From an optimization exercise on the open Yosys and OpenROAD flow, aimed at a short achievable clock period; shortcuts taken in it are not production practice.
Function was checked by simulation only, so behaviour that the tests miss may differ from the original.
Power is estimated from default activity; no workload was simulated.

--- flow/config.mk ---
export PLATFORM = sky130hd
export DESIGN_NAME = stack_cpu
export DESIGN_NICKNAME = stack_cpu
export VERILOG_FILES = /design/flow/design.v
export SDC_FILE = /design/flow/constraint.sdc
export NUM_CORES = 4
export LEC_CHECK = 0
export ABC_CLOCK_PERIOD_IN_PS = 2000
export CAP_MARGIN = 20
export CORE_MARGIN = 2
export CORE_UTILIZATION = 40
export PLACE_DENSITY = 0.6
export SLEW_MARGIN = 20
export SYNTH_HIERARCHICAL = 1
export SYNTH_MINIMUM_KEEP_SIZE = 0
export TNS_END_PERCENT = 10
--- flow/constraint.sdc ---
create_clock -name core_clock -period 12.5 [get_ports {clk}]
set_input_delay 2.5000 -clock core_clock [delete_from_list [all_inputs] [get_ports {clk}]]
set_output_delay 2.5000 -clock core_clock [all_outputs]
set_load 0.01 [all_outputs]
--- flow/design.v ---
package cpu_cfg_pkg;
  localparam int data_w = 16;
  localparam int dstk_depth = 16;                 
  localparam int dstk_aw    = $clog2(dstk_depth);
  localparam int dstk_cw    = $clog2(dstk_depth + 3);
  localparam int cstk_depth = 16;
  localparam int cstk_aw    = $clog2(cstk_depth);
  localparam int cstk_cw    = cstk_aw + 1;
  localparam logic [data_w-1:0] reset_ip = '0;
endpackage
package cpu_isa_pkg;
  localparam int insn_w = 16;
  localparam logic [insn_w-1:0] insn_isr_load = 16'h7811;
  localparam logic [insn_w-1:0] imm_mask_lit  = 16'h7fff;   
  localparam logic [insn_w-1:0] imm_mask_br   = 16'h0ffe;   
  localparam logic [insn_w-1:0] imm_mask_word = 16'h03fe;   
  localparam logic [insn_w-1:0] imm_mask_byte = 16'h03ff;
  typedef enum logic [1:0] {
    src_stk0 = 2'h0,
    src_fp   = 2'h1,
    src_ip   = 2'h2,
    src_cstk = 2'h3
  } src_a_t;
  typedef enum logic [1:0] {
    src_imm  = 2'h0,
    src_stk1 = 2'h1,
    src_isr  = 2'h2
  } src_b_t;
  typedef enum logic [5:0] {
    alu_add   = 6'd0,
    alu_sub   = 6'd1,
    alu_and   = 6'd2,
    alu_or    = 6'd3,
    alu_xor   = 6'd4,
    alu_shl   = 6'd5,
    alu_shr   = 6'd6,
    alu_eq    = 6'd7,
    alu_lt    = 6'd8,
    alu_not   = 6'd9,
    alu_a     = 6'd10,
    alu_b     = 6'd11,
    alu_addz  = 6'd12,
    alu_addnz = 6'd13
  } alu_sel_t;
endpackage
`timescale 1ns/100ps
module g_inv   (input logic a, output logic y);                   assign y = ~a;                     endmodule
module g_nand2 (input logic a, b, output logic y);                assign y = ~(a & b);               endmodule
module g_nor2  (input logic a, b, output logic y);                assign y = ~(a | b);               endmodule
module g_xor2  (input logic a, b, output logic y);                assign y = a ^ b;                  endmodule
module g_xnor2 (input logic a, b, output logic y);                assign y = ~(a ^ b);               endmodule
module g_aoi21 (input logic a1, a2, b, output logic y);           assign y = ~((a1 & a2) | b);       endmodule
module g_oai21 (input logic a1, a2, b, output logic y);           assign y = ~((a1 | a2) & b);       endmodule
module g_aoi22 (input logic a1, a2, b1, b2, output logic y);      assign y = ~((a1 & a2) | (b1 & b2)); endmodule
module g_aoi221 (input logic a1, a2, b1, b2, c, output logic y);  assign y = ~((a1 & a2) | (b1 & b2) | c); endmodule
module g_nand3 (input logic a, b, c, output logic y);             assign y = ~(a & b & c);           endmodule
module g_nand4 (input logic a, b, c, d, output logic y);          assign y = ~(a & b & c & d);       endmodule
module g_mux2i (input logic s, a0, a1, output logic y);           assign y = ~(s ? a1 : a0);         endmodule
module g_nor3  (input logic a, b, c, output logic y);             assign y = ~(a | b | c);           endmodule
`timescale 1ns/100ps
module add_ks10
(
  input  logic [9:0] a,
  input  logic [9:0] x,
  output logic [9:0] s,
  output logic        con
);
  logic g0_0, t0_0, g0_1, t0_1, g0_2, t0_2, g0_3, t0_3, g0_4, t0_4, g0_5, t0_5, g0_6, t0_6, g0_7, t0_7, g0_8, t0_8, g0_9, t0_9, g1_1, g1_2, t1_2, g1_3, t1_3, g1_4, t1_4, g1_5, t1_5, g1_6, t1_6, g1_7, t1_7, g1_8, t1_8, g1_9, t1_9, g0_0_i, g2_2, g2_3, g2_4, t2_4, g2_5, t2_5, g2_6, t2_6, g2_7, t2_7, g2_8, t2_8, g2_9, t2_9, g3_4, g1_1_i, g3_5, g3_6, g3_7, g3_8, t3_8, g3_9, t3_9, g4_8, g4_9, p_0, p_1, p_2, p_3, p_4, p_5, p_6, p_7, p_8, p_9;
  g_nand2 u_g0_0 (.a(a[0]), .b(x[0]), .y(g0_0));
  g_nor2  u_t0_0 (.a(a[0]), .b(x[0]), .y(t0_0));
  g_nand2 u_g0_1 (.a(a[1]), .b(x[1]), .y(g0_1));
  g_nor2  u_t0_1 (.a(a[1]), .b(x[1]), .y(t0_1));
  g_nand2 u_g0_2 (.a(a[2]), .b(x[2]), .y(g0_2));
  g_nor2  u_t0_2 (.a(a[2]), .b(x[2]), .y(t0_2));
  g_nand2 u_g0_3 (.a(a[3]), .b(x[3]), .y(g0_3));
  g_nor2  u_t0_3 (.a(a[3]), .b(x[3]), .y(t0_3));
  g_nand2 u_g0_4 (.a(a[4]), .b(x[4]), .y(g0_4));
  g_nor2  u_t0_4 (.a(a[4]), .b(x[4]), .y(t0_4));
  g_nand2 u_g0_5 (.a(a[5]), .b(x[5]), .y(g0_5));
  g_nor2  u_t0_5 (.a(a[5]), .b(x[5]), .y(t0_5));
  g_nand2 u_g0_6 (.a(a[6]), .b(x[6]), .y(g0_6));
  g_nor2  u_t0_6 (.a(a[6]), .b(x[6]), .y(t0_6));
  g_nand2 u_g0_7 (.a(a[7]), .b(x[7]), .y(g0_7));
  g_nor2  u_t0_7 (.a(a[7]), .b(x[7]), .y(t0_7));
  g_nand2 u_g0_8 (.a(a[8]), .b(x[8]), .y(g0_8));
  g_nor2  u_t0_8 (.a(a[8]), .b(x[8]), .y(t0_8));
  g_nand2 u_g0_9 (.a(a[9]), .b(x[9]), .y(g0_9));
  g_nor2  u_t0_9 (.a(a[9]), .b(x[9]), .y(t0_9));
  g_oai21 u_g1_1 (.a1(t0_1), .a2(g0_0), .b(g0_1), .y(g1_1));
  g_oai21 u_g1_2 (.a1(t0_2), .a2(g0_1), .b(g0_2), .y(g1_2));
  g_nor2  u_t1_2 (.a(t0_2), .b(t0_1), .y(t1_2));
  g_oai21 u_g1_3 (.a1(t0_3), .a2(g0_2), .b(g0_3), .y(g1_3));
  g_nor2  u_t1_3 (.a(t0_3), .b(t0_2), .y(t1_3));
  g_oai21 u_g1_4 (.a1(t0_4), .a2(g0_3), .b(g0_4), .y(g1_4));
  g_nor2  u_t1_4 (.a(t0_4), .b(t0_3), .y(t1_4));
  g_oai21 u_g1_5 (.a1(t0_5), .a2(g0_4), .b(g0_5), .y(g1_5));
  g_nor2  u_t1_5 (.a(t0_5), .b(t0_4), .y(t1_5));
  g_oai21 u_g1_6 (.a1(t0_6), .a2(g0_5), .b(g0_6), .y(g1_6));
  g_nor2  u_t1_6 (.a(t0_6), .b(t0_5), .y(t1_6));
  g_oai21 u_g1_7 (.a1(t0_7), .a2(g0_6), .b(g0_7), .y(g1_7));
  g_nor2  u_t1_7 (.a(t0_7), .b(t0_6), .y(t1_7));
  g_oai21 u_g1_8 (.a1(t0_8), .a2(g0_7), .b(g0_8), .y(g1_8));
  g_nor2  u_t1_8 (.a(t0_8), .b(t0_7), .y(t1_8));
  g_oai21 u_g1_9 (.a1(t0_9), .a2(g0_8), .b(g0_9), .y(g1_9));
  g_nor2  u_t1_9 (.a(t0_9), .b(t0_8), .y(t1_9));
  g_inv   u_g0_0_i (.a(g0_0), .y(g0_0_i));
  g_aoi21 u_g2_2 (.a1(t1_2), .a2(g0_0_i), .b(g1_2), .y(g2_2));
  g_aoi21 u_g2_3 (.a1(t1_3), .a2(g1_1), .b(g1_3), .y(g2_3));
  g_aoi21 u_g2_4 (.a1(t1_4), .a2(g1_2), .b(g1_4), .y(g2_4));
  g_nand2 u_t2_4 (.a(t1_4), .b(t1_2), .y(t2_4));
  g_aoi21 u_g2_5 (.a1(t1_5), .a2(g1_3), .b(g1_5), .y(g2_5));
  g_nand2 u_t2_5 (.a(t1_5), .b(t1_3), .y(t2_5));
  g_aoi21 u_g2_6 (.a1(t1_6), .a2(g1_4), .b(g1_6), .y(g2_6));
  g_nand2 u_t2_6 (.a(t1_6), .b(t1_4), .y(t2_6));
  g_aoi21 u_g2_7 (.a1(t1_7), .a2(g1_5), .b(g1_7), .y(g2_7));
  g_nand2 u_t2_7 (.a(t1_7), .b(t1_5), .y(t2_7));
  g_aoi21 u_g2_8 (.a1(t1_8), .a2(g1_6), .b(g1_8), .y(g2_8));
  g_nand2 u_t2_8 (.a(t1_8), .b(t1_6), .y(t2_8));
  g_aoi21 u_g2_9 (.a1(t1_9), .a2(g1_7), .b(g1_9), .y(g2_9));
  g_nand2 u_t2_9 (.a(t1_9), .b(t1_7), .y(t2_9));
  g_oai21 u_g3_4 (.a1(t2_4), .a2(g0_0), .b(g2_4), .y(g3_4));
  g_inv   u_g1_1_i (.a(g1_1), .y(g1_1_i));
  g_oai21 u_g3_5 (.a1(t2_5), .a2(g1_1_i), .b(g2_5), .y(g3_5));
  g_oai21 u_g3_6 (.a1(t2_6), .a2(g2_2), .b(g2_6), .y(g3_6));
  g_oai21 u_g3_7 (.a1(t2_7), .a2(g2_3), .b(g2_7), .y(g3_7));
  g_oai21 u_g3_8 (.a1(t2_8), .a2(g2_4), .b(g2_8), .y(g3_8));
  g_nor2  u_t3_8 (.a(t2_8), .b(t2_4), .y(t3_8));
  g_oai21 u_g3_9 (.a1(t2_9), .a2(g2_5), .b(g2_9), .y(g3_9));
  g_nor2  u_t3_9 (.a(t2_9), .b(t2_5), .y(t3_9));
  g_aoi21 u_g4_8 (.a1(t3_8), .a2(g0_0_i), .b(g3_8), .y(g4_8));
  g_aoi21 u_g4_9 (.a1(t3_9), .a2(g1_1), .b(g3_9), .y(g4_9));
  g_xor2  u_p_0 (.a(a[0]), .b(x[0]), .y(p_0));
  assign s[0] = p_0;
  g_xor2  u_p_1 (.a(a[1]), .b(x[1]), .y(p_1));
  g_xnor2 u_s_1 (.a(p_1), .b(g0_0), .y(s[1]));
  g_xor2  u_p_2 (.a(a[2]), .b(x[2]), .y(p_2));
  g_xor2  u_s_2 (.a(p_2), .b(g1_1), .y(s[2]));
  g_xor2  u_p_3 (.a(a[3]), .b(x[3]), .y(p_3));
  g_xnor2 u_s_3 (.a(p_3), .b(g2_2), .y(s[3]));
  g_xor2  u_p_4 (.a(a[4]), .b(x[4]), .y(p_4));
  g_xnor2 u_s_4 (.a(p_4), .b(g2_3), .y(s[4]));
  g_xor2  u_p_5 (.a(a[5]), .b(x[5]), .y(p_5));
  g_xor2  u_s_5 (.a(p_5), .b(g3_4), .y(s[5]));
  g_xor2  u_p_6 (.a(a[6]), .b(x[6]), .y(p_6));
  g_xor2  u_s_6 (.a(p_6), .b(g3_5), .y(s[6]));
  g_xor2  u_p_7 (.a(a[7]), .b(x[7]), .y(p_7));
  g_xor2  u_s_7 (.a(p_7), .b(g3_6), .y(s[7]));
  g_xor2  u_p_8 (.a(a[8]), .b(x[8]), .y(p_8));
  g_xor2  u_s_8 (.a(p_8), .b(g3_7), .y(s[8]));
  g_xor2  u_p_9 (.a(a[9]), .b(x[9]), .y(p_9));
  g_xnor2 u_s_9 (.a(p_9), .b(g4_8), .y(s[9]));
  assign con = g4_9;
endmodule
module add_ks11
(
  input  logic [10:0] a,
  input  logic [10:0] x,
  output logic [10:0] s,
  output logic        con
);
  logic g0_0, t0_0, g0_1, t0_1, g0_2, t0_2, g0_3, t0_3, g0_4, t0_4, g0_5, t0_5, g0_6, t0_6, g0_7, t0_7, g0_8, t0_8, g0_9, t0_9, g0_10, t0_10, g1_1, g1_2, t1_2, g1_3, t1_3, g1_4, t1_4, g1_5, t1_5, g1_6, t1_6, g1_7, t1_7, g1_8, t1_8, g1_9, t1_9, g1_10, t1_10, g0_0_i, g2_2, g2_3, g2_4, t2_4, g2_5, t2_5, g2_6, t2_6, g2_7, t2_7, g2_8, t2_8, g2_9, t2_9, g2_10, t2_10, g3_4, g1_1_i, g3_5, g3_6, g3_7, g3_8, t3_8, g3_9, t3_9, g3_10, t3_10, g4_8, g4_9, g2_2_i, g4_10, p_0, p_1, p_2, p_3, p_4, p_5, p_6, p_7, p_8, p_9, p_10;
  g_nand2 u_g0_0 (.a(a[0]), .b(x[0]), .y(g0_0));
  g_nor2  u_t0_0 (.a(a[0]), .b(x[0]), .y(t0_0));
  g_nand2 u_g0_1 (.a(a[1]), .b(x[1]), .y(g0_1));
  g_nor2  u_t0_1 (.a(a[1]), .b(x[1]), .y(t0_1));
  g_nand2 u_g0_2 (.a(a[2]), .b(x[2]), .y(g0_2));
  g_nor2  u_t0_2 (.a(a[2]), .b(x[2]), .y(t0_2));
  g_nand2 u_g0_3 (.a(a[3]), .b(x[3]), .y(g0_3));
  g_nor2  u_t0_3 (.a(a[3]), .b(x[3]), .y(t0_3));
  g_nand2 u_g0_4 (.a(a[4]), .b(x[4]), .y(g0_4));
  g_nor2  u_t0_4 (.a(a[4]), .b(x[4]), .y(t0_4));
  g_nand2 u_g0_5 (.a(a[5]), .b(x[5]), .y(g0_5));
  g_nor2  u_t0_5 (.a(a[5]), .b(x[5]), .y(t0_5));
  g_nand2 u_g0_6 (.a(a[6]), .b(x[6]), .y(g0_6));
  g_nor2  u_t0_6 (.a(a[6]), .b(x[6]), .y(t0_6));
  g_nand2 u_g0_7 (.a(a[7]), .b(x[7]), .y(g0_7));
  g_nor2  u_t0_7 (.a(a[7]), .b(x[7]), .y(t0_7));
  g_nand2 u_g0_8 (.a(a[8]), .b(x[8]), .y(g0_8));
  g_nor2  u_t0_8 (.a(a[8]), .b(x[8]), .y(t0_8));
  g_nand2 u_g0_9 (.a(a[9]), .b(x[9]), .y(g0_9));
  g_nor2  u_t0_9 (.a(a[9]), .b(x[9]), .y(t0_9));
  g_nand2 u_g0_10 (.a(a[10]), .b(x[10]), .y(g0_10));
  g_nor2  u_t0_10 (.a(a[10]), .b(x[10]), .y(t0_10));
  g_oai21 u_g1_1 (.a1(t0_1), .a2(g0_0), .b(g0_1), .y(g1_1));
  g_oai21 u_g1_2 (.a1(t0_2), .a2(g0_1), .b(g0_2), .y(g1_2));
  g_nor2  u_t1_2 (.a(t0_2), .b(t0_1), .y(t1_2));
  g_oai21 u_g1_3 (.a1(t0_3), .a2(g0_2), .b(g0_3), .y(g1_3));
  g_nor2  u_t1_3 (.a(t0_3), .b(t0_2), .y(t1_3));
  g_oai21 u_g1_4 (.a1(t0_4), .a2(g0_3), .b(g0_4), .y(g1_4));
  g_nor2  u_t1_4 (.a(t0_4), .b(t0_3), .y(t1_4));
  g_oai21 u_g1_5 (.a1(t0_5), .a2(g0_4), .b(g0_5), .y(g1_5));
  g_nor2  u_t1_5 (.a(t0_5), .b(t0_4), .y(t1_5));
  g_oai21 u_g1_6 (.a1(t0_6), .a2(g0_5), .b(g0_6), .y(g1_6));
  g_nor2  u_t1_6 (.a(t0_6), .b(t0_5), .y(t1_6));
  g_oai21 u_g1_7 (.a1(t0_7), .a2(g0_6), .b(g0_7), .y(g1_7));
  g_nor2  u_t1_7 (.a(t0_7), .b(t0_6), .y(t1_7));
  g_oai21 u_g1_8 (.a1(t0_8), .a2(g0_7), .b(g0_8), .y(g1_8));
  g_nor2  u_t1_8 (.a(t0_8), .b(t0_7), .y(t1_8));
  g_oai21 u_g1_9 (.a1(t0_9), .a2(g0_8), .b(g0_9), .y(g1_9));
  g_nor2  u_t1_9 (.a(t0_9), .b(t0_8), .y(t1_9));
  g_oai21 u_g1_10 (.a1(t0_10), .a2(g0_9), .b(g0_10), .y(g1_10));
  g_nor2  u_t1_10 (.a(t0_10), .b(t0_9), .y(t1_10));
  g_inv   u_g0_0_i (.a(g0_0), .y(g0_0_i));
  g_aoi21 u_g2_2 (.a1(t1_2), .a2(g0_0_i), .b(g1_2), .y(g2_2));
  g_aoi21 u_g2_3 (.a1(t1_3), .a2(g1_1), .b(g1_3), .y(g2_3));
  g_aoi21 u_g2_4 (.a1(t1_4), .a2(g1_2), .b(g1_4), .y(g2_4));
  g_nand2 u_t2_4 (.a(t1_4), .b(t1_2), .y(t2_4));
  g_aoi21 u_g2_5 (.a1(t1_5), .a2(g1_3), .b(g1_5), .y(g2_5));
  g_nand2 u_t2_5 (.a(t1_5), .b(t1_3), .y(t2_5));
  g_aoi21 u_g2_6 (.a1(t1_6), .a2(g1_4), .b(g1_6), .y(g2_6));
  g_nand2 u_t2_6 (.a(t1_6), .b(t1_4), .y(t2_6));
  g_aoi21 u_g2_7 (.a1(t1_7), .a2(g1_5), .b(g1_7), .y(g2_7));
  g_nand2 u_t2_7 (.a(t1_7), .b(t1_5), .y(t2_7));
  g_aoi21 u_g2_8 (.a1(t1_8), .a2(g1_6), .b(g1_8), .y(g2_8));
  g_nand2 u_t2_8 (.a(t1_8), .b(t1_6), .y(t2_8));
  g_aoi21 u_g2_9 (.a1(t1_9), .a2(g1_7), .b(g1_9), .y(g2_9));
  g_nand2 u_t2_9 (.a(t1_9), .b(t1_7), .y(t2_9));
  g_aoi21 u_g2_10 (.a1(t1_10), .a2(g1_8), .b(g1_10), .y(g2_10));
  g_nand2 u_t2_10 (.a(t1_10), .b(t1_8), .y(t2_10));
  g_oai21 u_g3_4 (.a1(t2_4), .a2(g0_0), .b(g2_4), .y(g3_4));
  g_inv   u_g1_1_i (.a(g1_1), .y(g1_1_i));
  g_oai21 u_g3_5 (.a1(t2_5), .a2(g1_1_i), .b(g2_5), .y(g3_5));
  g_oai21 u_g3_6 (.a1(t2_6), .a2(g2_2), .b(g2_6), .y(g3_6));
  g_oai21 u_g3_7 (.a1(t2_7), .a2(g2_3), .b(g2_7), .y(g3_7));
  g_oai21 u_g3_8 (.a1(t2_8), .a2(g2_4), .b(g2_8), .y(g3_8));
  g_nor2  u_t3_8 (.a(t2_8), .b(t2_4), .y(t3_8));
  g_oai21 u_g3_9 (.a1(t2_9), .a2(g2_5), .b(g2_9), .y(g3_9));
  g_nor2  u_t3_9 (.a(t2_9), .b(t2_5), .y(t3_9));
  g_oai21 u_g3_10 (.a1(t2_10), .a2(g2_6), .b(g2_10), .y(g3_10));
  g_nor2  u_t3_10 (.a(t2_10), .b(t2_6), .y(t3_10));
  g_aoi21 u_g4_8 (.a1(t3_8), .a2(g0_0_i), .b(g3_8), .y(g4_8));
  g_aoi21 u_g4_9 (.a1(t3_9), .a2(g1_1), .b(g3_9), .y(g4_9));
  g_inv   u_g2_2_i (.a(g2_2), .y(g2_2_i));
  g_aoi21 u_g4_10 (.a1(t3_10), .a2(g2_2_i), .b(g3_10), .y(g4_10));
  g_xor2  u_p_0 (.a(a[0]), .b(x[0]), .y(p_0));
  assign s[0] = p_0;
  g_xor2  u_p_1 (.a(a[1]), .b(x[1]), .y(p_1));
  g_xnor2 u_s_1 (.a(p_1), .b(g0_0), .y(s[1]));
  g_xor2  u_p_2 (.a(a[2]), .b(x[2]), .y(p_2));
  g_xor2  u_s_2 (.a(p_2), .b(g1_1), .y(s[2]));
  g_xor2  u_p_3 (.a(a[3]), .b(x[3]), .y(p_3));
  g_xnor2 u_s_3 (.a(p_3), .b(g2_2), .y(s[3]));
  g_xor2  u_p_4 (.a(a[4]), .b(x[4]), .y(p_4));
  g_xnor2 u_s_4 (.a(p_4), .b(g2_3), .y(s[4]));
  g_xor2  u_p_5 (.a(a[5]), .b(x[5]), .y(p_5));
  g_xor2  u_s_5 (.a(p_5), .b(g3_4), .y(s[5]));
  g_xor2  u_p_6 (.a(a[6]), .b(x[6]), .y(p_6));
  g_xor2  u_s_6 (.a(p_6), .b(g3_5), .y(s[6]));
  g_xor2  u_p_7 (.a(a[7]), .b(x[7]), .y(p_7));
  g_xor2  u_s_7 (.a(p_7), .b(g3_6), .y(s[7]));
  g_xor2  u_p_8 (.a(a[8]), .b(x[8]), .y(p_8));
  g_xor2  u_s_8 (.a(p_8), .b(g3_7), .y(s[8]));
  g_xor2  u_p_9 (.a(a[9]), .b(x[9]), .y(p_9));
  g_xnor2 u_s_9 (.a(p_9), .b(g4_8), .y(s[9]));
  g_xor2  u_p_10 (.a(a[10]), .b(x[10]), .y(p_10));
  g_xnor2 u_s_10 (.a(p_10), .b(g4_9), .y(s[10]));
  assign con = g4_10;
endmodule
module res_mux
(
  input  logic [8:0]       sel,     
  input  logic [8:0][9:0]  lo,
  input  logic [8:0]       con,     
  input  logic [7:0][5:0]  ha,      
  input  logic [7:0][5:0]  hb,      
  input  logic [4:0]       bha,     
  input  logic [4:0]       bhb,
  input  logic             blo10,   
  input  logic [15:0]      op7,
  input  logic [15:0]      imm,
  output logic [15:0]      y
);
  for (genvar k = 0; k < 10; k++)
  begin : g_lo
    logic n0, n1, n2, n3;
    g_aoi221 u_0 (.a1(sel[0]), .a2(lo[0][k]), .b1(sel[1]), .b2(lo[1][k]), .c(op7[k]), .y(n0));
    g_aoi221 u_1 (.a1(sel[2]), .a2(lo[2][k]), .b1(sel[3]), .b2(lo[3][k]), .c(imm[k]), .y(n1));
    g_aoi22  u_2 (.a1(sel[4]), .a2(lo[4][k]), .b1(sel[5]), .b2(lo[5][k]), .y(n2));
    g_aoi22  u_3 (.a1(sel[7]), .a2(lo[7][k]), .b1(sel[8]), .b2(lo[8][k]), .y(n3));
    g_nand4  u_y (.a(n0), .b(n1), .c(n2), .d(n3), .y(y[k]));
  end
  for (genvar k = 10; k < 16; k++)
  begin : g_hi
    logic [8:0] tn;
    logic p1, p2, p3, x1n, x2n;
    for (genvar j = 0; j < 8; j++)
    begin : g_t
      g_mux2i u_t (.s(con[j]), .a0(ha[j][k-10]), .a1(hb[j][k-10]), .y(tn[j]));
    end
    if (k == 10)
    begin : g_b10
      g_nand2 u_t8 (.a(sel[8]), .b(blo10), .y(tn[8]));
    end
    else
    begin : g_bhi
      g_mux2i u_t8 (.s(con[8]), .a0(bha[k-11]), .a1(bhb[k-11]), .y(tn[8]));
    end
    g_nand3 u_p1 (.a(tn[0]), .b(tn[1]), .c(tn[2]), .y(p1));
    g_nand3 u_p2 (.a(tn[3]), .b(tn[4]), .c(tn[5]), .y(p2));
    g_nand3 u_p3 (.a(tn[6]), .b(tn[7]), .c(tn[8]), .y(p3));
    g_nor2  u_x1 (.a(p1), .b(p2), .y(x1n));
    g_nor3  u_x2 (.a(p3), .b(op7[k]), .c(imm[k]), .y(x2n));
    g_nand2 u_y  (.a(x1n), .b(x2n), .y(y[k]));
  end
endmodule
module hc_gate #(parameter int W = 6)
(
  input  logic         sel,
  input  logic [W-1:0] hc0,
  input  logic [W-1:0] hc1,
  output logic [W-1:0] ha,
  output logic [W-1:0] hb
);
  assign ha = {W{sel}} & hc1;
  assign hb = {W{sel}} & hc0;
endmodule
module dec2
(
  input  logic [1:0] s,
  output logic [3:0] d
);
  for (genvar i = 0; i < 4; i++)
  begin : g_d
    assign d[i] = s == i;
  end
endmodule
module op7_sel
(
  input  logic [15:0] insn,
  output logic [3:0]  e,
  output logic        es_isr,
  output logic        es_c,
  output logic        es_fp,
  output logic        es_t
);
  logic alu, sys;
  assign alu = insn[15:11] == 5'b01110 && insn[5:4] == 2'b00;
  assign sys = insn[15:11] == 5'b01111;
  for (genvar i = 0; i < 4; i++)
  begin : g_d
    assign e[i] = alu && insn[3:2] == i;
  end
  assign es_isr = sys && insn[4] && !insn[0];
  assign es_c   = sys && !insn[4] && !insn[0] && insn[3:2] == 2'b00;
  assign es_fp  = sys && insn[3:0] == 4'b0011;
  assign es_t   = sys && !(insn[4] && !insn[0]) && !(insn[3:2] == 2'b00 && !insn[0]) &&
                  insn[3:0] != 4'b0011;
endmodule
module op7_pick
(
  input  logic [15:0] insn,
  input  logic [15:0] tn_sum,
  input  logic [15:0] tn_dif,
  input  logic [15:0] tn_and,
  input  logic [15:0] tn_or,
  input  logic [15:0] tn_xor,
  input  logic [15:0] tn_shl,
  input  logic [15:0] tn_shr,
  input  logic        tn_eq,
  input  logic        tn_lt,
  input  logic [15:0] t,
  input  logic [15:0] n,
  input  logic [15:0] t_addz,
  input  logic [15:0] t_addnz,
  input  logic [15:0] isr,
  input  logic [15:0] c,
  input  logic [15:0] fp,
  output logic [15:0] y
);
  logic [3:0] d0, d1, d2, d3, e;
  logic       es_isr, es_c, es_fp, es_t;
  dec2 u_d0 (.s(insn[1:0]), .d(d0));
  dec2 u_d1 (.s(insn[1:0]), .d(d1));
  dec2 u_d2 (.s(insn[1:0]), .d(d2));
  dec2 u_d3 (.s(insn[1:0]), .d(d3));
  op7_sel u_sel (.insn(insn), .e(e), .es_isr(es_isr), .es_c(es_c),
                 .es_fp(es_fp), .es_t(es_t));
  for (genvar k = 0; k < 16; k++)
  begin : g_bit
    logic a0, b0, a1, b1, a2, b2, a3, m0, m1, m2, m3, n0, n1, n2, n3, tn;
    g_inv   u_tn (.a(t[k]), .y(tn));
    g_aoi22 u_a0 (.a1(d0[0]), .a2(tn_sum[k]), .b1(d0[1]), .b2(tn_dif[k]), .y(a0));
    g_aoi22 u_b0 (.a1(d0[2]), .a2(tn_and[k]), .b1(d0[3]), .b2(tn_or[k]),  .y(b0));
    g_nand2 u_m0 (.a(a0), .b(b0), .y(m0));
    g_aoi22 u_a1 (.a1(d1[0]), .a2(tn_xor[k]), .b1(d1[1]), .b2(tn_shl[k]), .y(a1));
    if (k == 0)
    begin : g_eq
      g_aoi22 u_b1 (.a1(d1[2]), .a2(tn_shr[k]), .b1(d1[3]), .b2(tn_eq), .y(b1));
    end
    else
    begin : g_neq
      g_nand2 u_b1 (.a(d1[2]), .b(tn_shr[k]), .y(b1));
    end
    g_nand2 u_m1 (.a(a1), .b(b1), .y(m1));
    if (k == 0)
    begin : g_lt
      g_aoi22 u_a2 (.a1(d2[0]), .a2(tn_lt), .b1(d2[1]), .b2(tn), .y(a2));
    end
    else
    begin : g_nlt
      g_nand2 u_a2 (.a(d2[1]), .b(tn), .y(a2));
    end
    g_aoi22 u_b2 (.a1(d2[2]), .a2(t[k]), .b1(d2[3]), .b2(n[k]), .y(b2));
    g_nand2 u_m2 (.a(a2), .b(b2), .y(m2));
    g_aoi22 u_a3 (.a1(d3[0]), .a2(t_addz[k]), .b1(d3[1]), .b2(t_addnz[k]), .y(a3));
    g_inv   u_m3 (.a(a3), .y(m3));
    g_aoi22 u_n0 (.a1(e[0]), .a2(m0), .b1(e[1]), .b2(m1), .y(n0));
    g_aoi22 u_n1 (.a1(e[2]), .a2(m2), .b1(e[3]), .b2(m3), .y(n1));
    g_aoi22 u_n2 (.a1(es_isr), .a2(isr[k]), .b1(es_c), .b2(c[k]), .y(n2));
    g_aoi22 u_n3 (.a1(es_fp), .a2(fp[k]), .b1(es_t), .b2(t[k]), .y(n3));
    g_nand4 u_y  (.a(n0), .b(n1), .c(n2), .d(n3), .y(y[k]));
  end
endmodule
module imm_pick
(
  input  logic [15:0] insn,
  input  logic        s_ip2,
  input  logic [15:0] ip2,
  output logic [15:0] y
);
  always_comb
  begin
    y = {16{s_ip2}} & ip2;
    if (insn[15])
      y = {1'b0, insn[14:0]};
    else if (insn[11:10] == 2'b00)
      case (insn[14:12])
        3'b010, 3'b011, 3'b101: y = {{6{insn[9]}}, insn[9:0]};
        3'b100:                 y = {{7{insn[9]}}, insn[9:1]};
        3'b110:                 y = {6'd0, insn[9:0]};
        default:                ;
      endcase
  end
endmodule
module alu_pre
(
  input  logic [15:0] t,
  input  logic [15:0] n,
  output logic [15:0] tn_sum,
  output logic [15:0] tn_dif,
  output logic [15:0] tn_and,
  output logic [15:0] tn_or,
  output logic [15:0] tn_xor,
  output logic [15:0] tn_shl,
  output logic [15:0] tn_shr,
  output logic        tn_eq,
  output logic        tn_lt,
  output logic [15:0] t_addz,
  output logic [15:0] t_addnz,
  output logic        t_zero,
  output logic [5:0]  t_hp
);
  logic [15:0] t_step;
  assign tn_sum  = t + n;
  assign tn_dif  = t - n;
  assign tn_and  = t & n;
  assign tn_or   = t | n;
  assign tn_xor  = t ^ n;
  assign tn_shl  = t << n[3:0];
  assign tn_shr  = t >> n[3:0];
  assign tn_eq   = t == n;
  assign tn_lt   = $signed(t) < $signed(n);
  assign t_step  = t + 16'd2;
  assign t_zero  = t == 16'd0;
  assign t_addz  = t_zero ? tn_sum : t_step;
  assign t_addnz = !t_zero ? tn_sum : t_step;
  assign t_hp    = t[15:10] + 6'd1;
endmodule
module hi_pre
(
  input  logic [15:0] fp,
  input  logic [15:0] ip,
  input  logic [15:0] c,
  output logic [5:0]  fp_hm,
  output logic [5:0]  fp_hp,
  output logic [5:0]  ip_hm,
  output logic [5:0]  ip_hp,
  output logic [5:0]  c_hm,
  output logic [5:0]  c_hp,
  output logic [4:0]  br_hm,
  output logic [4:0]  br_hp,
  output logic [15:0] ip2
);
  assign fp_hm = fp[15:10] - 6'd1;
  assign fp_hp = fp[15:10] + 6'd1;
  assign ip_hm = ip[15:10] - 6'd1;
  assign ip_hp = ip[15:10] + 6'd1;
  assign c_hm  = c[15:10] - 6'd1;
  assign c_hp  = c[15:10] + 6'd1;
  assign br_hm = ip[15:11] - 5'd1;
  assign br_hp = ip[15:11] + 5'd1;
  assign ip2   = ip + 16'd2;
endmodule
module hc_sel #(parameter int W = 6)
(
  input  logic         s,
  input  logic [W-1:0] h,
  input  logic [W-1:0] hm,
  input  logic [W-1:0] hp,
  output logic [W-1:0] hc0,
  output logic [W-1:0] hc1
);
  assign hc1 = s ? h  : hp;
  assign hc0 = s ? hm : h;
endmodule
module res_sel
(
  input  logic [15:0] insn,
  input  logic        t_zero,
  output logic [8:0]  sel,
  output logic        s_ip2
);
  logic is_b, is_w, is_6, cond;
  assign is_b  = insn[15:13] == 3'b001 || insn[15:12] == 4'b0101;
  assign is_w  = insn[15:12] == 4'b0100;
  assign is_6  = insn[15:12] == 4'b0110;
  assign cond  = insn[0] ^ t_zero;    
  assign sel[0] = is_b && insn[11:10] == 2'd1;
  assign sel[1] = is_b && insn[11:10] == 2'd2;
  assign sel[2] = is_b && insn[11:10] == 2'd3;
  assign sel[3] = is_w && insn[11:10] == 2'd1;
  assign sel[4] = is_w && insn[11:10] == 2'd2;
  assign sel[5] = is_w && insn[11:10] == 2'd3;
  assign sel[6] = is_6 && insn[11:10] == 2'd1;
  assign sel[7] = is_6 && insn[11];
  assign sel[8] = insn[15:12] == 4'b0000 || (insn[15:12] == 4'b0001 && cond);
  assign s_ip2  = insn[15:12] == 4'b0001 && !cond;
endmodule
`timescale 1ns/100ps
module stack_cpu
(
  input  logic        clk,
  input  logic        rst_n,
  output logic [15:0] imem_addr,
  input  logic [15:0] insn,
  output logic [15:0] dmem_addr,
  output logic [15:0] dmem_wdata,
  output logic        dmem_we,
  output logic        dmem_re,
  output logic        dmem_byte,
  input  logic [15:0] dmem_rdata
);
  logic [15:0] ip, fp, isr;
  logic [15:0] top0, top1;           
  logic [15:0] dmem_stk [16];        
  logic [4:0]  depth;                
  logic [15:0] cmem [16];            
  logic [4:0]  cptr;                 
  logic [15:0] ctop;                 
  logic [15:0] ip2;
  logic [3:0] op;
  logic [1:0] asel;
  logic is_lit, is_j, is_jc, is_b, is_w, is_6, is_alu, is_sys;
  assign op     = insn[15:12];
  assign asel   = insn[11:10];
  assign is_lit = insn[15];
  assign is_j   = op == 4'b0000;
  assign is_jc  = op == 4'b0001;
  assign is_b   = insn[15:13] == 3'b001 || op == 4'b0101;   
  assign is_w   = op == 4'b0100;                             
  assign is_6   = op == 4'b0110;                             
  assign is_alu = op == 4'b0111 && !insn[11];
  assign is_sys = op == 4'b0111 && insn[11];
  logic [15:0] tn_sum, tn_dif, tn_and, tn_or, tn_xor, tn_shl, tn_shr, t_addz, t_addnz;
  logic        t_zero, tn_eq, tn_lt;
  logic [5:0]  t_hp;
  alu_pre u_alu_pre (.t(top0), .n(top1), .tn_sum(tn_sum), .tn_dif(tn_dif), .tn_and(tn_and),
                     .tn_or(tn_or), .tn_xor(tn_xor), .tn_shl(tn_shl), .tn_shr(tn_shr),
                     .tn_eq(tn_eq), .tn_lt(tn_lt), .t_addz(t_addz), .t_addnz(t_addnz),
                     .t_zero(t_zero), .t_hp(t_hp));
  logic [9:0] xb, xw;
  logic       sgn;
  assign xb  = insn[9:0];               
  assign xw  = {insn[9], insn[9:1]};    
  assign sgn = insn[9];
  logic [5:0] fp_hm, fp_hp, ip_hm, ip_hp, c_hm, c_hp;
  logic [4:0] br_hm, br_hp;
  hi_pre u_hi_pre (.fp(fp), .ip(ip), .c(ctop), .fp_hm(fp_hm), .fp_hp(fp_hp), .ip_hm(ip_hm),
                   .ip_hp(ip_hp), .c_hm(c_hm), .c_hp(c_hp), .br_hm(br_hm), .br_hp(br_hp),
                   .ip2(ip2));
  logic [8:0][9:0] lo;
  logic [8:0]      con;
  logic [7:0][5:0] hc0, hc1;
  logic [4:0]      bhc0, bhc1;
  logic            blo10;
  logic [10:0]     br_lo;
  add_ks10 u_fp_b (.a(fp[9:0]),   .x(xb), .s(lo[0]), .con(con[0]));
  add_ks10 u_ip_b (.a(ip[9:0]),   .x(xb), .s(lo[1]), .con(con[1]));
  add_ks10 u_c_b  (.a(ctop[9:0]), .x(xb), .s(lo[2]), .con(con[2]));
  add_ks10 u_fp_w (.a(fp[9:0]),   .x(xw), .s(lo[3]), .con(con[3]));
  add_ks10 u_ip_w (.a(ip[9:0]),   .x(xw), .s(lo[4]), .con(con[4]));
  add_ks10 u_c_w  (.a(ctop[9:0]), .x(xw), .s(lo[5]), .con(con[5]));
  add_ks10 u_t_b  (.a(top0[9:0]), .x(xb), .s(lo[7]), .con(con[7]));
  add_ks11 u_br   (.a(ip[10:0]),  .x(insn[11:1]), .s(br_lo), .con(con[8]));
  assign lo[6] = lo[0];
  assign con[6] = con[0];
  assign lo[8] = br_lo[9:0];
  assign blo10 = br_lo[10];
  hc_sel #(.W(6)) u_hc_fp (.s(sgn), .h(fp[15:10]),   .hm(fp_hm), .hp(fp_hp), .hc0(hc0[0]), .hc1(hc1[0]));
  hc_sel #(.W(6)) u_hc_ip (.s(sgn), .h(ip[15:10]),   .hm(ip_hm), .hp(ip_hp), .hc0(hc0[1]), .hc1(hc1[1]));
  hc_sel #(.W(6)) u_hc_c  (.s(sgn), .h(ctop[15:10]), .hm(c_hm),  .hp(c_hp),  .hc0(hc0[2]), .hc1(hc1[2]));
  assign hc1[3] = hc1[0];
  assign hc0[3] = hc0[0];
  assign hc1[4] = hc1[1];
  assign hc0[4] = hc0[1];
  assign hc1[5] = hc1[2];
  assign hc0[5] = hc0[2];
  assign hc1[6] = fp_hp;
  assign hc0[6] = fp[15:10];
  assign hc1[7] = t_hp;
  assign hc0[7] = top0[15:10];
  hc_sel #(.W(5)) u_hc_br (.s(insn[11]), .h(ip[15:11]), .hm(br_hm), .hp(br_hp), .hc0(bhc0), .hc1(bhc1));
  logic s_br, s_ip2, s_6i, s_6f, s_sisr, s_sc, s_sfp;
  logic [8:0] sel;
  res_sel u_rsel (.insn(insn), .t_zero(t_zero), .sel(sel), .s_ip2(s_ip2));
  assign s_br = sel[8];
  assign s_6i   = is_6 && asel == 2'd0;
  assign s_6f   = is_6 && asel == 2'd1;
  assign s_sisr = is_sys && insn[4] && !insn[0];
  assign s_sc   = is_sys && !insn[4] && !insn[0] && insn[3:2] == 2'b00;
  assign s_sfp  = is_sys && insn[3:0] == 4'b0011;
  logic [15:0] v_op7, v_imm, alu_res;
  logic [8:0]  rsel;
  logic [7:0][5:0] ha, hb;
  logic [4:0]  bha, bhb;
  op7_pick u_op7 (.insn(insn), .tn_sum(tn_sum), .tn_dif(tn_dif),
                  .tn_and(tn_and), .tn_or(tn_or), .tn_xor(tn_xor),
                  .tn_shl(tn_shl), .tn_shr(tn_shr), .tn_eq(tn_eq), .tn_lt(tn_lt),
                  .t(top0), .n(top1), .t_addz(t_addz),
                  .t_addnz(t_addnz), .isr(isr), .c(ctop), .fp(fp),
                  .y(v_op7));
  imm_pick u_imm (.insn(insn), .s_ip2(s_ip2), .ip2(ip2), .y(v_imm));
  assign rsel = {sel[8:1], sel[0] || sel[6]};
  for (genvar j = 0; j < 8; j++)
  begin : g_hg
    hc_gate #(.W(6)) u_hg (.sel(sel[j]), .hc0(hc0[j]), .hc1(hc1[j]), .ha(ha[j]), .hb(hb[j]));
  end
  hc_gate #(.W(5)) u_hg_br (.sel(sel[8]), .hc0(bhc0), .hc1(bhc1), .ha(bha), .hb(bhb));
  res_mux u_res (.sel(rsel), .lo(lo), .con(con), .ha(ha), .hb(hb), .bha(bha), .bhb(bhb),
                 .blo10(blo10), .op7(v_op7), .imm(v_imm), .y(alu_res));
  logic push, pop, load_stk, wr1, rd, wr, byt, cpush, cpop;
  assign push     = is_lit || op == 4'b0010 || (is_w && !insn[0]) || op == 4'b0101 ||
                    (op == 4'b0111 && insn[7]);
  assign pop      = is_jc || op == 4'b0011 || (is_w && insn[0]) || (is_alu && insn[6]) ||
                    (is_sys && insn[2]) || (is_sys && insn[4] && insn[0]);
  assign load_stk = push || is_alu || (is_sys && insn[3] && !insn[1]);
  assign wr1      = op == 4'b0111 && insn[3] && !(insn[11] && insn[4]);
  assign rd       = op == 4'b0010 || (is_w && !insn[0]) || s_6i ||
                    (is_sys && insn[3:2] == 2'b10);
  assign wr       = op == 4'b0011 || (is_w && insn[0]) || (is_sys && insn[3:2] == 2'b11);
  assign byt      = insn[15:13] == 3'b001 || (op == 4'b0111 && insn[0]);
  assign cpush    = (is_j && insn[0]) || s_6i || s_sisr || s_sfp;
  assign cpop     = s_sc;
  assign imem_addr  = ip;
  assign dmem_addr  = alu_res;
  assign dmem_wdata = (op == 4'b0111 && !(insn[11] && insn[4])) ? top1 : top0;
  assign dmem_we    = rst_n && wr;
  assign dmem_re    = rst_n && rd;
  assign dmem_byte  = byt && (rd || wr);
  logic [15:0] rd_data, din, ip_nx, fp_nx, cdin;
  assign rd_data = byt ? {8'h00, dmem_rdata[7:0]} : dmem_rdata;
  assign din     = rd ? rd_data : alu_res;
  assign cdin    = s_sfp ? fp : ip2;
  always_comb
  begin
    if (s_br)
      ip_nx = alu_res;
    else if (s_6i)
      ip_nx = {6'd0, xb};
    else if (is_sys && insn[3:0] == 4'b0000)
      ip_nx = insn[4] ? isr : ctop;
    else
      ip_nx = ip2;
    if (s_6f)
      fp_nx = alu_res;
    else if (is_sys && insn[3:0] == 4'b0010)
      fp_nx = insn[4] ? isr : ctop;
    else
      fp_nx = fp;
  end
  always_ff @(posedge clk)
  begin
    if (!rst_n)
    begin
      ip  <= 16'd0;
      fp  <= 16'd0;
      isr <= 16'd0;
    end
    else
    begin
      ip <= ip_nx;
      fp <= fp_nx;
      if (insn == 16'h7811)
        isr <= top0;
    end
  end
  logic [3:0] sp;
  assign sp = depth[3:0] - 4'd2;
  always_ff @(posedge clk)
  begin
    if (push && !pop && depth >= 5'd2)
      dmem_stk[sp] <= top1;
    if (push && !pop)
      top1 <= top0;
    else if (pop && !push)
    begin
      top0 <= top1;
      top1 <= dmem_stk[sp - 4'd1];
    end
    if (load_stk)
    begin
      if (wr1)
        top1 <= din;
      else
        top0 <= din;
    end
  end
  always_ff @(posedge clk)
  begin
    if (!rst_n)
      depth <= 5'd0;
    else if (push && !pop)
      depth <= depth + 5'd1;
    else if (pop && !push)
      depth <= depth - 5'd1;
  end
  always_ff @(posedge clk)
  begin
    if (cpush)
      cmem[cptr[3:0]] <= cdin;
  end
  always_ff @(posedge clk)
  begin
    if (cpush && !cpop)
      ctop <= cdin;
    else if (cpop && !cpush)
      ctop <= cmem[cptr[3:0] - 4'd2];
  end
  always_ff @(posedge clk)
  begin
    if (!rst_n)
      cptr <= 5'd0;
    else if (cpush && !cpop)
      cptr <= cptr + 5'd1;
    else if (cpop && !cpush)
      cptr <= cptr - 5'd1;
  end
endmodule
--- flow/flow/run.sh ---
#!/bin/bash
set -euo pipefail
export SETUP_SLACK_MARGIN=6.2
export BUFFER_PORTS_ARGS="-buffer_cell sky130_fd_sc_hd__buf_6"
bash standard.sh > standard.log 2>&1
--- flow/standard.sh ---
#!/bin/bash
# synth_recipe.tcl (not shown) runs the flow's synth.tcl, then flattens the netlist and writes it again
# the make line also repeats each setting of config.mk as NAME=value (left out here)
make -C /OpenROAD-flow-scripts/flow DESIGN_CONFIG=/design/flow/config.mk WORK_HOME=/design/flow/orfs CLKGATE_MAP_FILE= SYNTH_SCRIPT=/design/flow/synth_recipe.tcl "${@:-finish}"
==> summary.txt, run 1 <==
status: timing/DRC/antenna clean
I/O Buffers: 84
# DRC: 0
TritonCTS clock tree: built
DRT Pass-1 Iters: 6
Core Box Area: 100000 um2
antenna viol nets, final: 0
WL/cell: 27.5 um
CTS buffer count: 69
Arr. time, crit path: 4.49 ns
RD Place Congestion: 0.982
GR Util All Layers: 26.1%
period utilisation layout: 55.9%
min Tclk post-route: 6.99 ns
Worst Setup End Kind: output pin
Max Clock Freq: 143 MHz
max_cap viols: 0
worst-case clock skew: 0.0366 ns
die area: 104000 um2
CP bufs+invs: 3
IO Pins: 85
number of diodes: 0
R2R Setup Slk: 7.96 ns
clock tree buffer depth: 3
vias in the first global route: 29600
clk slew on worst S/H paths: 0.05 ns
Lkg Pwr: 0.0176 uW
slowest cell delay on critical path: 0.40 ns
VDD IR max: 0.148 mV
first-pass GRT wire length: 200000 um
Final Net Count: 3961
DIE WIDTH: 322 um
HP Class: reg -> reg
Hold Vio Cnt, Final: 0
Initial DRC Count: 4389
H-Tree Depth: 3
Clock Sinks: 617
Worst-Margin Slew: 1.12 ns
antenna violations before repair: 8
chip height: 322 um
YS warnings: 8
Pwr per Cell Area: 153 nW/um2
CP top delay family: simple AND/OR/NAND/NOR gates
fin. max-slew vios: 0
routed vias/inst: 6.12
critical path class: in -> out
DR vias: 31800
unrepaired setup endpoints after global routing: yes
hpwl dp: 91500 um
Critical Path RT: 10.00 ns
Crit-path slowest cell: or3_4
Initial Util: 40.4%
Post-CTS Hold Buffers: 0
syn nets: 3769
endpoints failing setup: 0
Rows: 116
peak fanout along the critical path: 23
crit path cell chain: buf_12 -> or3_4 -> nor3_4 -> nor2b_4 -> o31a_1 -> buf_4 -> a221o_1 -> nor3_2 -> nand2_2 -> buf_6
P&R area growth vs syn: 19.0%
GRT overflow: 0
Sum Neg Setup Slack: 0 ns
Hold Slack: 0.488 ns
Max-slew headroom: 25.0%
startpoint types: input pin
Avg Cell Area, Syn: 11.1 um2
largest net degree at the start of global routing: 65
gate count of the mapped netlist: 3647
Syn Std Cell Area: 40500 um2
CTS root buf: clkbuf_16
Clock Latency Late Sink: 0.64 ns
layout cells sized above 1: 32.8%
WL final: 143000 um
state kept, by name, indices dropped and copies added (netlist names):
name      cells
depth         5
ip           16
ctop         16
cmem        256
top0         16
dmem_stk    256
cptr          4
fp           16
top1         16
isr          16
layout by cell type (no fill, tap or decap), types with 79 or more instances in the layout:
cell	n
a21oi_2	88
a22oi_2	166
buf_4	149
buf_6	90
clkbuf_16	85
dfxtp_1	79
edfxtp_1	528
inv_1	156
mux2i_1	155
mux4_2	141
nand2_1	470
nor2_1	224
o21ai_0	81
o21ai_1	86
xnor2_1	99
xor2_1	149
through the flow:
step           area (um2)  power [uW]  std cells  utilization, %  setup slack [ns]
2_1_floorplan       40600        4240       3647               -              5.70
3_3_place_gp        43000        5050       4947            43.0              4.63
3_5_place_dp        43000        5070       4948            43.0              4.71
4_1_cts             46900        7210       5143            46.8              5.56
5_1_grt             48200        7650       5192            48.1              5.49
6_report            48200        7370       5192            48.1              5.51
worst min-delay path: cells and delay by family, from the launching register on:
family / cells / cell delay [ns]
AO/OA/AOI/OAI: 1 / 0.05
flip-flops: 1 / 0.33
AND/OR/NAND/NOR: 1 / 0.06
routing by layer:
layer	vias to the layer above	global-route usage [%]	part of all wire (%)
met5	-	0	0.024
met4	6	10.1	4.6
li1	13900	-	-
met3	396	4.87	9.6
met1	15700	36.3	41
met2	1739	40.3	44
area by class of cell:
class | instances | area, um2
timing repair inverter | 1 | 5.00
timing repair buffer | 295 | 3470
tap | 1298 | 1620
fill | 9003 | 52000
inverter | 164 | 623
clock inverter | 35 | 382
sequential | 617 | 17700
multi-input combinational | 2691 | 22500
clock buffer | 91 | 1880
repair_timing:
action | in CTS | in global routing
buffers inserted | 58 | 34
cloned | 11 | 15
pin swaps | 30 | 66
resized for setup | 204 | 159
setup endpoints to repair | 35 | 36
power breakdown:
| part | internal, uW | switching, uW |
|---|---|---|
| Sequential | 2420 | 105 |
| Combinational | 1040 | 1770 |
| Clock | 1180 | 861 |
| Total | 4630 | 2730 |
final timing paths:
kind / startpoint / to / cells after the start
setup reg to reg: top1[0] / top0[6] / 17
hold / removal: isr[1] / isr[1] / 2
hold reg to reg: isr[1] / isr[1] / 2
setup / recovery: insn[13] / dmem_addr[13] / 10
==> inputs of run 2 (changes only) <==
==> flow/flow/run.sh (replaced) <==
#!/bin/bash
set -euo pipefail
export SETUP_SLACK_MARGIN=7.5
export BUFFER_PORTS_ARGS="-buffer_cell sky130_fd_sc_hd__buf_6"
bash standard.sh > standard.log 2>&1
--- a/flow/config.mk
+++ b/flow/config.mk
@@ -5,7 +5,7 @@
 export SDC_FILE = /design/flow/constraint.sdc
 export NUM_CORES = 4
 export LEC_CHECK = 0
-export ABC_CLOCK_PERIOD_IN_PS = 2000
+export ABC_CLOCK_PERIOD_IN_PS = 500
 export CAP_MARGIN = 20
 export CORE_MARGIN = 2
 export CORE_UTILIZATION = 40
==> summary.txt, run 2 <==
Max-slew headroom: 29.5%
worst reg2reg endpoint: top1[1]
antenna violations before repair: 1
P&R area growth vs syn: 21.6%
Core Box Area: 100000 um2
startpoint types: input pin
first-pass GRT wire length: 207000 um
gate count of the mapped netlist: 3647
depth of the most critical reg-to-reg path: 20
post-route cell area: 49200 um2
largest net degree at the start of global routing: 60
WL final: 145000 um
Hold Slack: 0.498 ns
Sum Neg Setup Slack: 0 ns
Place WS: 4.96 ns
R2R Setup Slk: 8.00 ns
worst-case clock skew: 0.0596 ns
Initial Util: 40.4%
commonest non-fill, non-tap cell in the layout: edfxtp_1
IO Pins: 85
H-Tree Depth: 3
Lkg Pwr: 0.0179 uW
Post-Route Utilization: 49.2%
min Tclk post-route: 6.96 ns
origin of the critical flop-to-flop path: top0[10]
Avg Cell Area, Syn: 11.1 um2
syn nets: 3769
setup slack after layout: 5.54 ns
commonest non-fill, non-tap cells in the layout: edfxtp_1 (528), nand2_1 (429), nor2_1 (229), buf_4 (178), a22oi_2 (166)
CTS root buf: clkbuf_16
Final Net Count: 4006
unrepaired setup endpoints after global routing: yes
Worst Setup End Kind: output pin
Initial DRC Count: 4195
YS warnings: 8
clock tree buffer depth: 3
Pwr per Cell Area: 151 nW/um2
peak fanout along the critical path: 25
# DRC: 0
Max Clock Freq: 144 MHz
routed vias/inst: 6.14
Arr. time, crit path: 4.46 ns
endpoints failing setup: 0
Clock Sinks: 617
status: timing/DRC/antenna clean
antenna viol nets, final: 0
die area: 104000 um2
critical path class: in -> out
DR vias: 32200
GR Util All Layers: 27.0%
Rows: 116
chip height: 322 um
WL/cell: 27.8 um
Hold Vio Cnt, Final: 0
hpwl dp: 92700 um
period utilisation layout: 55.6%
Post-CTS Hold Buffers: 0
Worst-Margin Slew: 1.06 ns
Syn Std Cell Area: 40500 um2
clk slew on worst S/H paths: 0.06 ns
TritonCTS clock tree: built
DIE WIDTH: 322 um
I/O Buffers: 84
Critical Path RT: 10.00 ns
Worst Setup EP: dmem_addr[1]
Clock Latency Late Sink: 0.67 ns
DRT Pass-1 Iters: 7
HP Class: reg -> reg
Hold Startpoint: isr[9]
Worst Setup SP: insn[0]
Post-DP Area: 43200 um2
fin. max-slew vios: 0
GRT overflow: 0
max_cap viols: 0
CTS buffer count: 68
RD Place Congestion: 0.979
layout cells sized above 1: 35.3%
VDD IR max: 0.0921 mV
vias in the first global route: 30200
-- run 2: cell type report --
class | count | area [um2]
sequential | 617 | 17700
clock inverter | 47 | 478
clock buffer | 77 | 1740
inverter | 164 | 639
fill | 8849 | 50900
timing repair buffer | 336 | 4020
multi-input combinational | 2697 | 23100
antenna | 1 | 2.50
tap | 1298 | 1620
-- run 2: layer usage --
layer / routed length [um] / vias up / part of all wire, % / global-route usage [%]
li1: - / 14000 / - / -
met1: 59100 / 16000 / 41 / 36.8
met2: 64400 / 1756 / 44 / 41.8
met3: 13700 / 375 / 9.4 / 4.85
met4: 8210 / 2 / 5.6 / 12.5
met5: 16 / - / 0.011 / 0
-- run 2: worst min-delay path by stage --
stage,end,slack [ns],depth (start not counted)
floorplan,isr[0],0.46,2
global placement,isr[3],0.47,2
detailed placement,isr[3],0.47,2
CTS,isr[3],0.48,2
global route,isr[9],0.51,2
finish,isr[9],0.50,2
-- run 2: per-stage QoR --
step / total power, uW / instances
after CTS: 7290 / 5177
after floorplan: 4250 / 3647
after detailed placement: 5100 / 4948
after global routing: 7730 / 5236
final: 7450 / 5237
after global placement: 5080 / 4947
-- run 2: timing repair --
| action | CTS | global route |
|---|---|---|
| setup endpoints to repair | 146 | 328 |
| buffers inserted | 84 | 49 |
| gates cloned | 21 | 10 |
| pin swaps | 53 | 75 |
| gates resized for setup | 294 | 174 |
-- run 2: critical path, cell delays in order --
cell	delay (ns)
buf_16	0.18
xor2_2	0.25
nor3_4	0.06
nor2b_4	0.14
buf_12	0.13
o311ai_1	0.09
o211ai_1	0.21
a221oi_2	0.34
nand4_1	0.31
buf_6	0.21
-- run 2: report_power, final --
group          leakage [uW]  internal [uW]  switching, uW
clock network       0.00108           1130            881
logic                0.0112           1090           1830
registers           0.00564           2420            107
total                0.0179           4630           2820
==> inputs of run 3 (changes only) <==
==> flow/flow/run.sh (replaced) <==
#!/bin/bash
set -euo pipefail
export SETUP_SLACK_MARGIN=7.5
export BUFFER_PORTS_ARGS="-buffer_cell sky130_fd_sc_hd__buf_6"
bash standard.sh MATCH_CELL_FOOTPRINT=0 finish > standard.log 2>&1
--- a/flow/config.mk
+++ b/flow/config.mk
@@ -5,7 +5,7 @@
 export SDC_FILE = /design/flow/constraint.sdc
 export NUM_CORES = 4
 export LEC_CHECK = 0
-export ABC_CLOCK_PERIOD_IN_PS = 500
+export ABC_CLOCK_PERIOD_IN_PS = 2000
 export CAP_MARGIN = 20
 export CORE_MARGIN = 2
 export CORE_UTILIZATION = 40
==> summary.txt, run 3 <==
I/O Buffers: 84
DRT Pass-1 Iters: 6
Lkg Pwr: 0.0176 uW
period utilisation layout: 55.9%
Max Clock Freq: 143 MHz
Initial DRC Count: 4039
slowest cell delay on critical path: 0.26 ns
CTS root buf: clkbuf_16
HP Class: reg -> reg
P&R area growth vs syn: 20.0%
Initial Util: 40.4%
Arr. time, crit path: 4.49 ns
# DRC: 0
max_cap viols: 0
die area: 104000 um2
DIE WIDTH: 322 um
commonest non-fill, non-tap cell in the layout: edfxtp_1
H-Tree Depth: 3
Rows: 116
fin. max-slew vios: 0
routed vias/inst: 6.14
Top Metal Used: met5
post-route cell area: 48600 um2
CP bufs+invs: 4
IO Pins: 85
Crit-path slowest cell: and2_4
Core Box Area: 100000 um2
CP top delay family: simple AND/OR/NAND/NOR gates
status: timing/DRC/antenna clean
Worst-Margin Slew: 1.15 ns
GRT overflow: 0
Hold Vio Cnt, Final: 0
endpoints failing setup: 0
Clock Sinks: 617
hpwl dp: 92300 um
crit path cell chain: clkbuf_16 -> and2_4 -> buf_4 -> a22oi_2 -> nand2_1 -> a22oi_2 -> nand4_1 -> a221oi_2 -> nand4_1 -> buf_6 -> buf_6
WL final: 144000 um
worst-case clock skew: 0.0377 ns
TritonCTS clock tree: built
antenna violations before repair: 1
clock tree buffer depth: 3
R2R Setup Slk: 7.86 ns
M1 WL: 60100 um
Critical Path RT: 10.00 ns
Sum Neg Setup Slack: 0 ns
min Tclk post-route: 6.99 ns
startpoint types: input pin
RD Place Congestion: 0.966
met3 routed WL: 12900 um
layout cells sized above 1: 34.4%
VDD IR max: 0.125 mV
GR Util All Layers: 26.7%
peak fanout along the critical path: 22
critical path class: in -> out
Pwr per Cell Area: 152 nW/um2
WL/cell: 27.6 um
chip height: 322 um
gate count of the mapped netlist: 3647
Clock Latency Late Sink: 0.66 ns
syn nets: 3769
clk slew on worst S/H paths: 0.06 ns
vias in the first global route: 29600
Avg Cell Area, Syn: 11.1 um2
CTS buffer count: 69
Max-slew headroom: 23.0%
Final Net Count: 3982
# fillers: 8974
unrepaired setup endpoints after global routing: yes
commonest non-fill, non-tap cells in the layout: edfxtp_1 (528), nand2_1 (453), nor2_1 (219), a22oi_2 (166), buf_4 (157)
largest net degree at the start of global routing: 60
antenna viol nets, final: 0
Syn Std Cell Area: 40500 um2
Worst Setup End Kind: output pin
Post-DP Area: 43200 um2
first-pass GRT wire length: 204000 um
met2 WL: 64000 um
DR vias: 32000
Post-CTS Hold Buffers: 0
YS warnings: 8
-- run 3: routing by layer --
| layer | global-route usage (%) | vias to the layer above |
|---|---|---|
| met5 | 0 | - |
| li1 | - | 14000 |
| met2 | 40.8 | 1706 |
| met3 | 4.85 | 387 |
| met4 | 11.0 | 2 |
| met1 | 37.4 | 15900 |
-- run 3: path summary, 6_finish.rpt --
| kind | start | to | depth (start not counted) |
|---|---|---|---|
| worst max-delay path | insn[1] | dmem_addr[4] | 11 |
| worst min-delay path | isr[8] | isr[8] | 2 |
| worst max register to register | top0[10] | top1[12] | 20 |
| worst min register to register | isr[8] | isr[8] | 2 |
-- run 3: final cells by class --
class / instances / area (um2) / share of cell area, %
multi-input cells: 2695 / 22700 / 46.7
flip-flops and latches: 617 / 17700 / 36.4
well taps: 1298 / 1620 / 3.34
clock buffers: 87 / 1800 / 3.72
clock inverters: 37 / 415 / 0.855
repair buffers: 313 / 3710 / 7.64
inverters: 164 / 634 / 1.31
diodes: 2 / 5.00 / 0.0103
-- run 3: worst register-to-register path, stage by stage, from the launching register on --
cell and delay [ns]:
dfxtp_1 0.34, buf_8 0.23, clkinvlp_4 0.26, ha_2 0.27, nor4b_1 0.15, nand4_1 0.09
buf_4 0.24, inv_1 0.15, buf_8 0.19, xor2_4 0.22, nor3_4 0.27, nor2b_4 0.26
o31a_1 0.22, buf_6 0.14, a221o_1 0.17, nor3_2 0.06, nand2_2 0.12, buf_4 0.15
inv_1 0.15, mux2_2 0.35, mux2i_1 0.43
-- run 3: report_power, final --
part | total (uW) | switching (uW) | internal, uW
combinational | 2820 | 1770 | 1050
sequential | 2530 | 112 | 2420
clock | 2040 | 876 | 1170
total | 7390 | 2760 | 4630
-- run 3: metrics by stage --
step	hold slack (ns)	instances	setup slack [ns]	utilization (%)	power, uW
after floorplan	0.456	3647	5.71	-	4240
after global routing	0.505	5211	5.50	48.5	7690
final	0.491	5213	5.51	48.5	7390
after detailed placement	0.473	4950	4.89	43.1	5080
after CTS	0.480	5164	5.62	47.3	7260
after global placement	0.467	4950	4.91	43.1	5070
-- run 3: repair_timing --
| action | CTS | global route |
|---|---|---|
| buffers inserted | 71 | 33 |
| resized for setup | 238 | 163 |
| cloned | 19 | 14 |
| pin swaps | 42 | 67 |
| setup endpoints to repair | 114 | 116 |

==> static timing again, ports no longer ideal <==
No port has a modelled driver above. Below, the same layouts with a new extraction and two added sets of constraints.
Step 1 sets driving cells, clkbuf_16 on the clock port and buf_2 on the other inputs (assumed; they add their load-dependent delay and slew).
Step 2, shift: input delay + t, output delay - t, t = (earliest + latest rising clock arrival at the registers) / 2. This alone moves slack from input paths to output paths.
a / b / c = ideal ports / drivers / drivers and shift; a / b = the first two.
run | t (ns) | setup slack, ns | worst setup path at the end | latest minus earliest clock arrival (ns)
run 1 | 0.685 | 5.511 / 5.263 / 5.263 | input to output | 0.037 / 0.037
run 2 | 0.708 | 5.545 / 5.296 / 5.296 | input to output | 0.074 / 0.074
run 3 | 0.702 | 5.511 / 5.287 / 5.287 | input to output | 0.041 / 0.041
After both steps setup and hold are still met in every run listed. For run 2, which loses most, drivers alone change the setup slack by -0.249 ns; drivers and shift together by -0.249 ns.
